Context: an optimization exercise on an open-source flow, tuned for small area, a short achievable clock period and few clock cycles. The choices shown serve that exercise and are no tape-out recipe. Where RTL was checked, it was by simulation tests only, not by an equivalence proof against the original.

== the reference run ==
Design multiplicacao_matrizes_seq, start of the top module:
module multiplicacao_matrizes_seq #(
  parameter int DATA_W = multiplicacao_pkg::DATA_W_DEF,
  parameter int MAX_N  = multiplicacao_pkg::MAX_N_DEF,
  parameter int SIZE_W = $clog2(MAX_N - 1),
  parameter int ACC_W  = 18
) (
  input  logic                            clk,
  input  logic                            rst_n,
  input  logic                            start,
  input  logic                            sat_en,
  input  logic [SIZE_W-1:0]               matrix_size,
  input  logic [MAX_N*MAX_N*DATA_W-1:0]   A,
  input  logic [MAX_N*MAX_N*DATA_W-1:0]   B,
  output logic                            busy,
  output logic                            done,
  output logic [MAX_N*MAX_N*DATA_W-1:0]   C,
  output logic                            overflow_flag
);
export LEC_CHECK = 0
export CAP_MARGIN = 20
export CORE_MARGIN = 2
export CORE_UTILIZATION = 40
export CTS_CLUSTER_DIAMETER = 100
export CTS_CLUSTER_SIZE = 20
export SLEW_MARGIN = 20
export SYNTH_HIERARCHICAL = 1
export SYNTH_MINIMUM_KEEP_SIZE = 0
create_clock -name core_clock -period 11.0 [get_ports {clk}]
standard.sh (not shown) runs the stock make flow with config.mk's settings and CLKGATE_MAP_FILE= SYNTH_SCRIPT=/design/flow/synth_recipe.tcl, a recipe that flattens the netlist after the stock synthesis.
==> flow/flow/run.sh <==
#!/bin/bash
# The standard layout (the standard.sh, unchanged synthesis), with extra
# ORFS settings from flow/knobs.txt (one VAR=value per line): a larger
# setup margin for timing repair and a plain buffer for the port buffers.
# The constraints, clock period and checks are unchanged.
set -euo pipefail
mapfile -t KNOBS < <(grep -v '^#' flow/knobs.txt | sed '/^$/d')
bash standard.sh "${KNOBS[@]}" finish > standard_flow.log 2>&1
==> flow/flow/knobs.txt <==
SETUP_SLACK_MARGIN=5.5
BUFFER_PORTS_ARGS=-buffer_cell sky130_fd_sc_hd__buf_1
Testbench counts of the reference run, summed over its fixed seeds: cycles 1,734.
diff inputs: the reference run => the trial run
==> flow/flow/knobs.txt <==
SETUP_SLACK_MARGIN=5.75
BUFFER_PORTS_ARGS=-buffer_cell sky130_fd_sc_hd__buf_1
Results
From the reference run to the trial run, count of multi-input gates did not move at all. The trial run: layout-stage area growth over the synthesis result 3.8 points above the reference run. The reference run reports its highest-delay cell along the critical path as dfrtp_4 while the trial run reports fa_1. [compare] base=the reference run new=the trial run: non-clock buffer count moved up, clock insertion delay at the later pin of the skew report stayed essentially flat, fraction of area in clock buffers and inverters closely matched the old numbers, count of buffers inserted at the top-level ports flat. In the trial run the post-layout instance count excluding filler cells turned out 126 higher than in the reference run. Of the two candidates, the reference run has the better routed wire length and the trial run the worse one. Compared with the reference run, the trial run ends up with more cell area. The total area of sequential cells number comes out lower for the reference run vs the trial run.


build 29:
multiplicacao_matrizes_seq, a different RTL version from the one above (not shown whole).
For scale: ~9,800 cells after synthesis, about 860 flip-flops, roughly 88,000 um^2 of cells after synthesis.
==> flow/config.mk <==
export PLATFORM = sky130hd
export DESIGN_NAME = multiplicacao_matrizes_seq
export DESIGN_NICKNAME = multiplicacao_matrizes_seq
export VERILOG_FILES = /design/flow/design.v
export SDC_FILE = /design/flow/constraint.sdc
export NUM_CORES = 4
export LEC_CHECK = 0
export CAP_MARGIN = 20
export CORE_MARGIN = 2
export CORE_UTILIZATION = 60
export SLEW_MARGIN = 20
==> flow/constraint.sdc <==
create_clock -name core_clock -period 11.0 [get_ports {clk}]
set_input_delay 2.2000 -clock core_clock [delete_from_list [all_inputs] [get_ports {clk}]]
set_output_delay 2.2000 -clock core_clock [all_outputs]
set_load 0.01 [all_outputs]
==> flow/flow/knobs.txt <==
SETUP_SLACK_MARGIN=5.5
BUFFER_PORTS_ARGS=-buffer_cell sky130_fd_sc_hd__buf_1
Scripts as last shown in full above: flow/flow/run.sh
No stage failed in build 29, and the final checks on the layout all came back clean.
Testbench counts of build 29, summed over its fixed seeds: cycles 1,734.
What build 30 does differently from build 29 at the input level:
# build 29
export LEC_CHECK = 0
export CAP_MARGIN = 20
export CORE_MARGIN = 2
export CORE_UTILIZATION = 60
export SLEW_MARGIN = 20
create_clock -name core_clock -period 11.0 [get_ports {clk}]
# build 30
export LEC_CHECK = 0
export CAP_MARGIN = 20
export CORE_MARGIN = 2
export CORE_UTILIZATION = 40
export SLEW_MARGIN = 20
create_clock -name core_clock -period 11.0 [get_ports {clk}]
==> flow/flow/knobs.txt <==
SETUP_SLACK_MARGIN=6
BUFFER_PORTS_ARGS=-buffer_cell sky130_fd_sc_hd__buf_1
==> run notes <==
- Build 30 ended with every stage complete and zero timing, DRC or antenna violations.
- Compared with build 29, in build 30 non-clock buffer total of the final layout rose by 120, endpoint arrival time on the critical path fell by 0.40 ns, final period utilization fell by 3.6 points, number of buffers on the longest clock path stayed essentially flat, number of cells upsized or downsized after cts rose by 900%.
- Build 30 leaves more setup margin than build 29.
- On transition time at the pin with the least slew margin: between build 30 and build 29, it ends up lower for build 29.
- Via count of the first global-routing pass came out higher on build 30 than on build 29.
The inputs of build 70 differ from those of build 30 as listed below.
# build 30
export LEC_CHECK = 0
export CAP_MARGIN = 20
export CORE_MARGIN = 2
export CORE_UTILIZATION = 40
export SLEW_MARGIN = 20
create_clock -name core_clock -period 11.0 [get_ports {clk}]
# build 70
export LEC_CHECK = 0
export CAP_MARGIN = 20
export CORE_MARGIN = 2
export CORE_UTILIZATION = 40
export CTS_CLUSTER_DIAMETER = 100
export CTS_CLUSTER_SIZE = 30
export SLEW_MARGIN = 20
create_clock -name core_clock -period 11.0 [get_ports {clk}]
==> flow/flow/knobs.txt <==
SETUP_SLACK_MARGIN=5.5
BUFFER_PORTS_ARGS=-buffer_cell sky130_fd_sc_hd__buf_1
--- outcome ---
Re global-route usage: build 70 is 0.60 points down on build 30.
Timing startpoint of the critical path = acc_q[5][13]: build 30; timing startpoint of the critical path = acc_q[7][13]: build 70


multiplicacao_matrizes_seq, a different RTL version from the one above (not shown whole).
Size in the first run: roughly 8900 cells after synthesis, about 610 I/O pins, about 85000 µm² of cells after synthesis.
==> flow/config.mk <==
export PLATFORM = sky130hd
export DESIGN_NAME = multiplicacao_matrizes_seq
export DESIGN_NICKNAME = multiplicacao_matrizes_seq
export VERILOG_FILES = /design/flow/design.v
export SDC_FILE = /design/flow/constraint.sdc
export NUM_CORES = 4
export LEC_CHECK = 0
export CAP_MARGIN = 20
export CORE_MARGIN = 2
export CORE_UTILIZATION = 40
export CTS_CLUSTER_DIAMETER = 100
export CTS_CLUSTER_SIZE = 20
export SLEW_MARGIN = 20
==> flow/constraint.sdc <==
create_clock -name core_clock -period 11.0 [get_ports {clk}]
set_input_delay 2.2000 -clock core_clock [delete_from_list [all_inputs] [get_ports {clk}]]
set_output_delay 2.2000 -clock core_clock [all_outputs]
set_load 0.01 [all_outputs]
==> flow/flow/knobs.txt <==
SETUP_SLACK_MARGIN=6
BUFFER_PORTS_ARGS=-buffer_cell sky130_fd_sc_hd__buf_1
Scripts as last shown in full above: flow/flow/run.sh
==> next run, changes <==
==> flow/flow/knobs.txt (replaced) <==
SETUP_SLACK_MARGIN=6.5
BUFFER_PORTS_ARGS=-buffer_cell sky130_fd_sc_hd__buf_1
--- a/flow/config.mk
+++ b/flow/config.mk
@@ -12 +12 @@
-export CTS_CLUSTER_SIZE = 20
+export CTS_CLUSTER_SIZE = 30
What happened:
- design area came out higher by 7.4%
- global-route usage rises by 3.8 points
- worst hold slack improved by 7.9 ps
- wire length rose by 8.9%
- worst setup slack is better by 240 ps
- first-iteration DRC count went up by 7.2%
- core utilization grows by 3.5 points
==> next run, changes <==
==> flow/flow/knobs.txt (replaced) <==
SETUP_SLACK_MARGIN=6
BUFFER_PORTS_ARGS=-buffer_cell sky130_fd_sc_hd__buf_1
Result:
- clock skew is about the same
- synthesized area does not change
- maximum frequency shrinks by a few percent
- core utilization falls by 3.5 points
- worst setup slack loses 250 ps
- cell area is lower by a few percent
==> next run, changes <==
==> flow/flow/knobs.txt (replaced) <==
SETUP_SLACK_MARGIN=5.5
BUFFER_PORTS_ARGS=-buffer_cell sky130_fd_sc_hd__buf_1
--- a/flow/config.mk
+++ b/flow/config.mk
@@ -12 +12 @@
-export CTS_CLUSTER_SIZE = 30
+export CTS_CLUSTER_SIZE = 20
What happened:
- die area does not change
- global-route usage goes down by 0.70 points
- final area is lower by a few percent
- critical path depth shrinks by 1
- count of clock-buffer cells in the layout climbs by 20
- synthesized cell count is unchanged
- hold slack degrades by 12 ps
- via count drops by a few percent
- wire length drops by roughly a tenth
No run of this note included a check of the RTL's function; only the layout flow was run.


exp/maple:
Starting RTL as in the previous note.
Settings: LEC_CHECK=0, CAP_MARGIN=20, CORE_MARGIN=2, CORE_UTILIZATION=40, CTS_CLUSTER_DIAMETER=100, CTS_CLUSTER_SIZE=20, SLEW_MARGIN=20; clock period 11.0 ns.
==> flow/flow/knobs.txt <==
SETUP_SLACK_MARGIN=5.25
BUFFER_PORTS_ARGS=-buffer_cell sky130_fd_sc_hd__buf_1
Scripts as last shown in full above: flow/flow/run.sh
For exp/yarrow, these inputs were changed with respect to exp/maple:
==> flow/flow/knobs.txt <==
SETUP_SLACK_MARGIN=5.75
BUFFER_PORTS_ARGS=-buffer_cell sky130_fd_sc_hd__buf_1
--- outcome ---
- Any difference in first-pass GRT wire length between exp/yarrow and exp/maple is small enough to ignore.
What exp/zinc does differently from exp/yarrow at the input level:
==> flow/flow/knobs.txt <==
SETUP_SLACK_MARGIN=5.65
BUFFER_PORTS_ARGS=-buffer_cell sky130_fd_sc_hd__buf_1
==> comparison <==
- Diff exp/yarrow..exp/zinc | worst hold slack | negligible
- The wire length after detailed routing on exp/zinc is in line with that on exp/yarrow.
- There was hardly any difference in final cycle utilization of the critical path between exp/yarrow and exp/zinc.
- | utilization after layout | exp/zinc vs exp/yarrow | ≈ equal |
- The cell type of the slowest stage on the worst timing path comes out sky130_fd_sc_hd__nor2_1 in one run and sky130_fd_sc_hd__a2111oi_4 in the other, namely in exp/zinc and exp/yarrow respectively.
Inputs modified between exp/zinc and exp/sierra:
==> flow/flow/knobs.txt <==
SETUP_SLACK_MARGIN=5
BUFFER_PORTS_ARGS=-buffer_cell sky130_fd_sc_hd__buf_1
Notes after the runs:
Relative to exp/zinc, the footprint of the multi-input gates measured on exp/sierra has decreased slightly. Taking exp/zinc as the reference, in exp/sierra clock distribution area overhead in the final layout essentially unchanged, core utilization decreased 0.55 points, wire length of the first global-routing pass essentially unchanged, worst-case headroom to the max-slew limit essentially unchanged. Fmax: exp/sierra below exp/zinc. Compared with exp/zinc, exp/sierra has less setup slack. Launch point of the worst path = sat_q$_DFFE_PN0P_: exp/zinc; launch point of the worst path = acc_q[3][16]$_DFF_P_: exp/sierra. Number of buffers inserted to repair setup after CTS, exp/sierra and exp/zinc: higher on exp/zinc. From exp/zinc to exp/sierra the numbers moved as follows: post-route cell area dropped about 1.2%; post-layout minimum cycle time climbed 0.46 ns.
No run of this note included a check of the RTL's function; only the layout flow was run.


RTL: one of the versions met above, not the one the previous note started from.
For scale: roughly 9,800 cells after synthesis, roughly 860 flip-flops, about 88,000 µm² of cells after synthesis.
export LEC_CHECK = 0
export CAP_MARGIN = 20
export CORE_MARGIN = 2
export CORE_UTILIZATION = 40
export SLEW_MARGIN = 20
create_clock -name core_clock -period 11.0 [get_ports {clk}]
==> flow/flow/knobs.txt <==
SETUP_SLACK_MARGIN=5.5
BUFFER_PORTS_ARGS=-buffer_cell sky130_fd_sc_hd__buf_1
Scripts as last shown in full above: flow/flow/run.sh
The first run finished clean.
Testbench counts at the start, summed over its fixed seeds: cycles 1,734.
Next try:
==> flow/run.sh (new file) <==
#!/bin/bash
# synth_recipe.tcl (not shown) runs the flow's synth.tcl, then flattens the netlist and writes it again
# the make line also repeats each setting of config.mk as NAME=value (left out here)
make -C /OpenROAD-flow-scripts/flow DESIGN_CONFIG=/design/flow/config.mk WORK_HOME=/design/flow/orfs CLKGATE_MAP_FILE= SYNTH_SCRIPT=/design/flow/synth_recipe.tcl finish
--- a/flow/config.mk
+++ b/flow/config.mk
@@ -9,3 +9,4 @@
 export CORE_MARGIN = 2
 export CORE_UTILIZATION = 40
+export SETUP_SLACK_MARGIN = 5
 export SLEW_MARGIN = 20
removed: flow/flow/run.sh
removed: flow/flow/knobs.txt
removed: flow/standard.sh
After rerunning: Clock-buffer cell count fell by 8; wire length barely changes; worst setup slack gets worse by 0.48 ns; synthesized area is unchanged; global-route usage stays flat; cell count is about the same.

==> what the ideal ports hide <==
No port has a modelled driver above. Below, the same layouts with a new extraction and two added sets of constraints.
Step 1, drivers: a clkbuf_16 drives clk and a buf_2 each remaining input, both assumed.
Step 2 also shifts input and output timing later by t, the mid clock arrival at the registers, as if the neighbouring blocks saw the same clock.
Slacks: ideal ports / drivers / drivers and shift; pairs: ideal ports / drivers.
| run | t, ns | setup WS [ns] | worst hold slack (ns) | worst setup path after step 2 | latest minus earliest clock arrival (ns) |
|---|---|---|---|---|---|
| the reference run | 0.839 | 5.662 / 5.572 / 5.730 | 0.445 / 0.445 / 0.445 | register to register | 0.033 / 0.033 |
| the trial run | 0.852 | 5.843 / 5.811 / 5.843 | 0.443 / 0.443 / 0.443 | register to register | 0.035 / 0.034 |
| build 29 | 0.818 | 5.262 / 5.177 / 5.694 | 0.426 / 0.426 / 0.426 | register to register | 0.072 / 0.072 |
| build 30 | 0.869 | 5.656 / 5.566 / 6.027 | 0.440 / 0.440 / 0.440 | register to register | 0.056 / 0.057 |
| build 70 | 0.823 | 5.503 / 5.411 / 5.743 | 0.451 / 0.451 / 0.451 | register to register | 0.043 / 0.044 |
| the first run of note 3 | 0.864 | 5.599 / 5.498 / 5.998 | 0.451 / 0.451 / 0.451 | register to register | 0.058 / 0.058 |
| the second run of note 3 | 0.862 | 5.839 / 5.745 / 6.002 | 0.459 / 0.459 / 0.459 | register to register | 0.053 / 0.054 |
| the third run of note 3 | 0.833 | 5.589 / 5.508 / 5.991 | 0.456 / 0.456 / 0.456 | register to register | 0.059 / 0.059 |
| the fourth run of note 3 | 0.826 | 5.611 / 5.520 / 5.634 | 0.444 / 0.444 / 0.444 | register to register | 0.057 / 0.057 |
| exp/maple | 0.827 | 5.357 / 5.266 / 5.458 | 0.441 / 0.441 / 0.441 | register to register | 0.053 / 0.053 |
| exp/yarrow | 0.826 | 5.661 / 5.570 / 5.811 | 0.445 / 0.445 / 0.445 | register to register | 0.055 / 0.055 |
| exp/zinc | 0.830 | 5.674 / 5.582 / 5.682 | 0.443 / 0.443 / 0.443 | register to register | 0.063 / 0.062 |
| exp/sierra | 0.826 | 5.214 / 5.123 / 5.311 | 0.442 / 0.442 / 0.442 | register to register | 0.056 / 0.056 |
| the first run of note 5 | 0.852 | 5.422 / 5.336 / 5.741 | 0.442 / 0.442 / 0.442 | register to register | 0.052 / 0.052 |
| the second run of note 5 | 0.848 | 4.945 / 4.856 / 5.465 | 0.440 / 0.440 / 0.440 | register to register | 0.073 / 0.073 |
After both steps every run listed still meets setup and hold.
